This is an optimization exercise on Yosys and OpenROAD, whose aim is small area, not a production implementation. The RTL was checked by simulation tests, not by an equivalence proof against the original design. Power figures rest on the tool's default switching activity, not on a simulated workload. The clock port is modelled as an ideal driver; clocking choices that lean on that would not hold on a real chip.

== maple ==
==> flow/design.v <==
module imem_hold (
  input  logic q,
  input  logic e,
  input  logic en,
  input  logic w,
  output logic d
);
  assign d = ~((q | e) & (w | en));
endmodule
module imem_xor2 (
  input  logic a,
  input  logic b,
  output logic y
);
  assign y = a ^ b;
endmodule
module imem_and2 (
  input  logic a,
  input  logic b,
  output logic y
);
  assign y = a & b;
endmodule
module imem_nand2 (
  input  logic a,
  input  logic b,
  output logic y_n
);
  assign y_n = ~(a & b);
endmodule
module imem_dec8e (
  input  logic [2:0] a,
  input  logic       en,
  output logic [7:0] y
);
  for (genvar i = 0; i < 8; i++) begin : g_y
    assign y[i] = en && (a == 3'(i));
  end
endmodule
module imem_dec8 (
  input  logic [2:0] a,
  output logic [7:0] y
);
  for (genvar i = 0; i < 8; i++) begin : g_y
    assign y[i] = (a == 3'(i));
  end
endmodule
module imem_aoi3 (
  input  logic d0, d1, d2,
  input  logic s0, s1, s2,
  output logic y_n
);
  assign y_n = ~((d0 & s0) | (d1 & s1) | (d2 & s2));
endmodule
module imem_nand4 (
  input  logic a, b, c, d,
  output logic y_n
);
  assign y_n = ~(a & b & c & d);
endmodule
module imem_nand3 (
  input  logic a, b, c,
  output logic y_n
);
  assign y_n = ~(a & b & c);
endmodule
module imem_nor2 (
  input  logic a, b,
  output logic y_n
);
  assign y_n = ~(a | b);
endmodule
module imem_or22 (
  input  logic [20:0] x_n,
  input  logic        d,
  input  logic        s,
  output logic        y
);
  logic [21:0] l_n;
  logic [5:0]  grp;
  logic [2:0]  pair_n;
  assign l_n[20:0] = x_n;
  imem_nand2 u_last (.a(d), .b(s), .y_n(l_n[21]));
  for (genvar i = 0; i < 5; i++) begin : g_n4
    imem_nand4 u_n4 (.a(l_n[4*i]), .b(l_n[4*i+1]), .c(l_n[4*i+2]), .d(l_n[4*i+3]), .y_n(grp[i]));
  end
  imem_nand2 u_n2 (.a(l_n[20]), .b(l_n[21]), .y_n(grp[5]));
  for (genvar i = 0; i < 3; i++) begin : g_o2
    imem_nor2 u_o2 (.a(grp[2*i]), .b(grp[2*i+1]), .y_n(pair_n[i]));
  end
  imem_nand3 u_out (.a(pair_n[0]), .b(pair_n[1]), .c(pair_n[2]), .y_n(y));
endmodule
module imem_loader (
  input  logic          clk,
  input  logic          rst,
  input  logic          start,
  input  logic          byte_valid,
  input  logic [7:0]    byte_data,
  output logic          byte_ready,
  output logic          busy,
  output logic          cpu_hold,
  output logic          done,
  output logic          error,
  output logic [15:0]   load_count,
  input  logic [31:0]   address,
  output logic [31:0]   Instr
);
  localparam logic [2:0] IDLE   = 3'd0;
  localparam logic [2:0] LEN_LO = 3'd1;
  localparam logic [2:0] LEN_HI = 3'd2;
  localparam logic [2:0] DATA   = 3'd3;
  localparam logic [2:0] DONE   = 3'd4;
  logic [2:0]  state, next_state;
  logic [31:0] mem [64];
  logic [7:0]  len_lo;      
  logic [1:0]  bidx;        
  logic [23:0] shreg;       
  logic        error_q;
  logic [6:0]  cnt;         
  logic        fire, wr_en, len_big;
  logic [6:0]  cnt_inc;
  logic [31:0] wdata;       
  assign byte_ready = (state == LEN_LO) || (state == LEN_HI) || (state == DATA);
  assign fire       = byte_valid && byte_ready;
  assign cnt_inc    = cnt + 7'd1;
  assign len_big    = (byte_data != 8'd0) || len_lo[7] || (len_lo[6] && (len_lo[5:0] != 6'd0));
  assign wr_en      = (state == DATA) && fire && (bidx == 2'd3);
  assign wdata      = {byte_p, shreg};   
  assign busy       = (state != IDLE);
  assign cpu_hold   = busy;
  assign done       = (state == DONE);
  assign error      = error_q;
  assign load_count = {9'd0, cnt};
  always_comb begin
    next_state = state;
    case (state)
      IDLE:   if (start) next_state = LEN_LO;
      LEN_LO: if (fire) next_state = LEN_HI;
      LEN_HI: if (fire) begin
        if ({byte_data, len_lo} == 16'd0) next_state = DONE;
        else if (len_big)                 next_state = IDLE;
        else                              next_state = DATA;
      end
      DATA:   if (wr_en && cnt_inc == len_lo[6:0]) next_state = DONE;
      default: next_state = IDLE;
    endcase
  end
  always_ff @(posedge clk or posedge rst) begin
    if (rst) begin
      state   <= IDLE;
      error_q <= 1'b0;
      cnt     <= '0;
    end else begin
      state <= next_state;
      if (state == IDLE && start) begin
        error_q <= 1'b0;
        cnt     <= '0;
      end
      if (state == LEN_HI && fire && len_big) error_q <= 1'b1;
      if (wr_en) cnt <= cnt_inc;
    end
  end
  always_ff @(posedge clk) begin
    if (state == LEN_LO) len_lo <= byte_data;
    if (state != DATA)   bidx <= 2'd0;
    else if (fire)       bidx <= bidx + 2'd1;
  end
  logic p;
  always_ff @(posedge clk) p <= ~p;
  logic [7:0] byte_p;
  for (genvar b = 0; b < 8; b++) begin : g_bp
    imem_xor2 u_x (.a(byte_data[b]), .b(p), .y(byte_p[b]));
  end
  logic [2:0]  ld, ld_n;
  logic [23:0] shreg_d;
  assign ld[0] = (bidx == 2'd0);
  assign ld[1] = (bidx == 2'd1);
  assign ld[2] = (bidx == 2'd2);
  assign ld_n  = ~ld;
  for (genvar j = 0; j < 24; j++) begin : g_sh
    imem_hold u_hold (.q(shreg[j]), .e(ld[j/8]), .en(ld_n[j/8]), .w(byte_p[j%8]), .d(shreg_d[j]));
  end
  always_ff @(posedge clk) shreg <= shreg_d;
  logic [7:0]  wlo, whi;
  logic [63:0] we, we_n;
  logic [31:0] mem_d [64];
  imem_dec8e u_wlo (.a(cnt[2:0]), .en(wr_en), .y(wlo));
  imem_dec8 u_whi (.a(cnt[5:3]), .y(whi));
  for (genvar k = 0; k < 64; k++) begin : g_word
    imem_and2  u_we  (.a(wlo[k%8]), .b(whi[k/8]), .y(we[k]));
    imem_nand2 u_wen (.a(wlo[k%8]), .b(whi[k/8]), .y_n(we_n[k]));
    for (genvar j = 0; j < 32; j++) begin : g_bit
      imem_hold u_hold (.q(mem[k][j]), .e(we[k]), .en(we_n[k]), .w(wdata[j]), .d(mem_d[k][j]));
    end
    always_ff @(posedge clk) mem[k] <= mem_d[k];
  end
  logic [7:0]  rlo, rhi;
  logic [63:0] rsel;
  imem_dec8 u_rlo (.a(address[4:2]), .y(rlo));
  imem_dec8 u_rhi (.a(address[7:5]), .y(rhi));
  for (genvar k = 0; k < 64; k++) begin : g_rsel
    imem_and2 u_rs (.a(rlo[k%8]), .b(rhi[k/8]), .y(rsel[k]));
  end
  for (genvar j = 0; j < 32; j++) begin : g_rd
    logic [20:0] leg_n;
    for (genvar g = 0; g < 21; g++) begin : g_leg
      imem_aoi3 u_aoi (
        .d0(mem[3*g][j]), .d1(mem[3*g+1][j]), .d2(mem[3*g+2][j]),
        .s0(rsel[3*g]),   .s1(rsel[3*g+1]),   .s2(rsel[3*g+2]),
        .y_n(leg_n[g]));
    end
    logic rd_p;
    imem_or22 u_or (.x_n(leg_n), .d(mem[63][j]), .s(rsel[63]), .y(rd_p));
    imem_xor2 u_x (.a(rd_p), .b(p), .y(Instr[j]));
  end
endmodule
clock: 7.0 ns
lec_check: 0
cap_margin: 10
core_margin: 2
core_utilization: 65
gpl_timing_driven: 0
place_density: 0.8
setup_slack_margin: 0.1
slew_margin: 10
synth_hierarchical: 1
standard.sh (not shown) runs the stock make flow with config.mk's settings and CLKGATE_MAP_FILE= SYNTH_SCRIPT=/design/flow/synth_recipe.tcl, a recipe that flattens the netlist after the stock synthesis.
==> flow/flow/run.sh <==
#!/bin/bash
# Layout flow for imem_loader: the standard synthesis unchanged, then the
# standard ORFS steps with three changes:
#  - ports are buffered with buf_2 instead of the default delay-cell buffer,
#  - the repair steps may not use the largest buffers (buf_6 and up),
#  - clock tree: clkbuf_16 only, larger sink clusters, no dummy loads.
# Each tool's output goes to its own log file in this folder.
set -uo pipefail

PLATFORM_DONT_USE="sky130_fd_sc_hd__probe_p_8 sky130_fd_sc_hd__probec_p_8 \
 sky130_fd_sc_hd__lpflow_bleeder_1 sky130_fd_sc_hd__lpflow_clkbufkapwr_1 \
 sky130_fd_sc_hd__lpflow_clkbufkapwr_16 sky130_fd_sc_hd__lpflow_clkbufkapwr_2 \
 sky130_fd_sc_hd__lpflow_clkbufkapwr_4 sky130_fd_sc_hd__lpflow_clkbufkapwr_8 \
 sky130_fd_sc_hd__lpflow_clkinvkapwr_1 sky130_fd_sc_hd__lpflow_clkinvkapwr_16 \
 sky130_fd_sc_hd__lpflow_clkinvkapwr_2 sky130_fd_sc_hd__lpflow_clkinvkapwr_4 \
 sky130_fd_sc_hd__lpflow_clkinvkapwr_8 sky130_fd_sc_hd__lpflow_decapkapwr_12 \
 sky130_fd_sc_hd__lpflow_decapkapwr_3 sky130_fd_sc_hd__lpflow_decapkapwr_4 \
 sky130_fd_sc_hd__lpflow_decapkapwr_6 sky130_fd_sc_hd__lpflow_decapkapwr_8 \
 sky130_fd_sc_hd__lpflow_inputiso0n_1 sky130_fd_sc_hd__lpflow_inputiso0p_1 \
 sky130_fd_sc_hd__lpflow_inputiso1n_1 sky130_fd_sc_hd__lpflow_inputiso1p_1 \
 sky130_fd_sc_hd__lpflow_inputisolatch_1 sky130_fd_sc_hd__lpflow_isobufsrc_1 \
 sky130_fd_sc_hd__lpflow_isobufsrc_16 sky130_fd_sc_hd__lpflow_isobufsrc_2 \
 sky130_fd_sc_hd__lpflow_isobufsrc_4 sky130_fd_sc_hd__lpflow_isobufsrc_8 \
 sky130_fd_sc_hd__lpflow_isobufsrckapwr_16 \
 sky130_fd_sc_hd__lpflow_lsbuf_lh_hl_isowell_tap_1 \
 sky130_fd_sc_hd__lpflow_lsbuf_lh_hl_isowell_tap_2 \
 sky130_fd_sc_hd__lpflow_lsbuf_lh_hl_isowell_tap_4 \
 sky130_fd_sc_hd__lpflow_lsbuf_lh_isowell_4 \
 sky130_fd_sc_hd__lpflow_lsbuf_lh_isowell_tap_1 \
 sky130_fd_sc_hd__lpflow_lsbuf_lh_isowell_tap_2 \
 sky130_fd_sc_hd__lpflow_lsbuf_lh_isowell_tap_4"
EXTRA_DONT_USE="sky130_fd_sc_hd__buf_6 sky130_fd_sc_hd__buf_8 sky130_fd_sc_hd__buf_12 sky130_fd_sc_hd__buf_16 \
 sky130_fd_sc_hd__bufbuf_8 sky130_fd_sc_hd__bufbuf_16 sky130_fd_sc_hd__bufinv_8 \
 sky130_fd_sc_hd__bufinv_16 sky130_fd_sc_hd__clkdlybuf4s15_1 sky130_fd_sc_hd__clkdlybuf4s15_2 \
 sky130_fd_sc_hd__clkdlybuf4s18_1 sky130_fd_sc_hd__clkdlybuf4s18_2 \
 sky130_fd_sc_hd__clkdlybuf4s25_1 sky130_fd_sc_hd__clkdlybuf4s25_2 \
 sky130_fd_sc_hd__clkdlybuf4s50_1 sky130_fd_sc_hd__clkdlybuf4s50_2"

# 1. Standard synthesis, unchanged.
bash standard.sh synth > synth.log 2>&1 || { echo "synthesis failed; see synth.log"; exit 1; }

# 2. Floorplan to final layout.
bash standard.sh finish \
  "DONT_USE_CELLS=$PLATFORM_DONT_USE $EXTRA_DONT_USE" \
  "BUFFER_PORTS_ARGS=-buffer_cell sky130_fd_sc_hd__buf_2" \
  "CTS_ARGS=-sink_clustering_enable -repair_clock_nets -buf_list sky130_fd_sc_hd__clkbuf_16 -sink_clustering_size 30 -sink_clustering_max_diameter 200 -dont_use_dummy_load" \
  > layout.log 2>&1 || { echo "layout failed; see layout.log"; tail -30 layout.log; exit 1; }

test -f out/final.def || { echo "no out/final.def"; exit 1; }
> inputs changed (maple -> willow)
--- a/flow/design.v
+++ b/flow/design.v
@@ -2,20 +2,13 @@
   input  logic q,
   input  logic e,
   input  logic en,
   input  logic w,
   output logic d
 );
-  assign d = ~((q | e) & (w | en));
-endmodule
-module imem_xor2 (
-  input  logic a,
-  input  logic b,
-  output logic y
-);
-  assign y = a ^ b;
+  assign d = (q | e) & (w | en);
 endmodule
 module imem_and2 (
   input  logic a,
   input  logic b,
   output logic y
 );
@@ -116,19 +109,19 @@
   logic [1:0]  bidx;        
   logic [23:0] shreg;       
   logic        error_q;
   logic [6:0]  cnt;         
   logic        fire, wr_en, len_big;
   logic [6:0]  cnt_inc;
-  logic [31:0] wdata;       
+  logic [31:0] wdata;
   assign byte_ready = (state == LEN_LO) || (state == LEN_HI) || (state == DATA);
   assign fire       = byte_valid && byte_ready;
   assign cnt_inc    = cnt + 7'd1;
   assign len_big    = (byte_data != 8'd0) || len_lo[7] || (len_lo[6] && (len_lo[5:0] != 6'd0));
   assign wr_en      = (state == DATA) && fire && (bidx == 2'd3);
-  assign wdata      = {byte_p, shreg};   
+  assign wdata      = {byte_data, shreg};
   assign busy       = (state != IDLE);
   assign cpu_hold   = busy;
   assign done       = (state == DONE);
   assign error      = error_q;
   assign load_count = {9'd0, cnt};
   always_comb begin
@@ -161,29 +154,16 @@
     end
   end
   always_ff @(posedge clk) begin
     if (state == LEN_LO) len_lo <= byte_data;
     if (state != DATA)   bidx <= 2'd0;
     else if (fire)       bidx <= bidx + 2'd1;
+    if (bidx == 2'd0) shreg[7:0]   <= byte_data;
+    if (bidx == 2'd1) shreg[15:8]  <= byte_data;
+    if (bidx == 2'd2) shreg[23:16] <= byte_data;
   end
-  logic p;
-  always_ff @(posedge clk) p <= ~p;
-  logic [7:0] byte_p;
-  for (genvar b = 0; b < 8; b++) begin : g_bp
-    imem_xor2 u_x (.a(byte_data[b]), .b(p), .y(byte_p[b]));
-  end
-  logic [2:0]  ld, ld_n;
-  logic [23:0] shreg_d;
-  assign ld[0] = (bidx == 2'd0);
-  assign ld[1] = (bidx == 2'd1);
-  assign ld[2] = (bidx == 2'd2);
-  assign ld_n  = ~ld;
-  for (genvar j = 0; j < 24; j++) begin : g_sh
-    imem_hold u_hold (.q(shreg[j]), .e(ld[j/8]), .en(ld_n[j/8]), .w(byte_p[j%8]), .d(shreg_d[j]));
-  end
-  always_ff @(posedge clk) shreg <= shreg_d;
   logic [7:0]  wlo, whi;
   logic [63:0] we, we_n;
   logic [31:0] mem_d [64];
   imem_dec8e u_wlo (.a(cnt[2:0]), .en(wr_en), .y(wlo));
   imem_dec8 u_whi (.a(cnt[5:3]), .y(whi));
   for (genvar k = 0; k < 64; k++) begin : g_word
@@ -206,11 +186,9 @@
     for (genvar g = 0; g < 21; g++) begin : g_leg
       imem_aoi3 u_aoi (
         .d0(mem[3*g][j]), .d1(mem[3*g+1][j]), .d2(mem[3*g+2][j]),
         .s0(rsel[3*g]),   .s1(rsel[3*g+1]),   .s2(rsel[3*g+2]),
         .y_n(leg_n[g]));
     end
-    logic rd_p;
-    imem_or22 u_or (.x_n(leg_n), .d(mem[63][j]), .s(rsel[63]), .y(rd_p));
-    imem_xor2 u_x (.a(rd_p), .b(p), .y(Instr[j]));
+    imem_or22 u_or (.x_n(leg_n), .d(mem[63][j]), .s(rsel[63]), .y(Instr[j]));
   end
 endmodule
Notes after the runs:
- Compared with maple, in willow core utilization now sits lower; synthesized area now sits higher; global-route total usage across every layer now sits lower; cell area now sits higher; cell count now sits higher.
- Against maple as the reference, willow delivers a higher final-layout worst hold slack.
- What maple reported for sum of internal, switching and leakage power has to be multiplied by 0.925 to get the figure for willow.
- Basic-gate share of the synthesized area counting and, or, nand and nor cells: willow vs maple down 0.35 points
- willow: total length of routed met2 wires 7200 um above maple
- Net switching share of the total power delta for willow relative to maple: 4.3 points lower

[re-timing with driven ports]
Ports are ideal in the flow. The routed layouts listed here were re-timed in OpenROAD.
Step 1 (the two cells are an assumption about what drives the block):
set clk [get_ports {clk}]
set_driving_cell -lib_cell sky130_fd_sc_hd__clkbuf_16 $clk
set_driving_cell -lib_cell sky130_fd_sc_hd__buf_2 [delete_from_list [all_inputs] $clk]
Step 2 also shifts input and output timing later by t, the mid clock arrival at the registers, as if the neighbouring blocks saw the same clock.
Slacks: ideal / step 1 / step 2; pairs: ideal / step 1.
run | shift t [ns] | setup slack, ns | slew at the worst register clock pin (ns) | pins driven straight from the clock port
maple | 0.771 | 0.144 / 0.009 / 0.009 | 0.12 / 0.12 | 1
willow | 0.780 | 0.703 / 0.564 / 0.564 | 0.11 / 0.11 | 1
After both steps every run listed still meets setup and hold. For willow, which loses most, drivers alone change the setup slack by -0.139 ns; drivers and shift together by -0.139 ns.
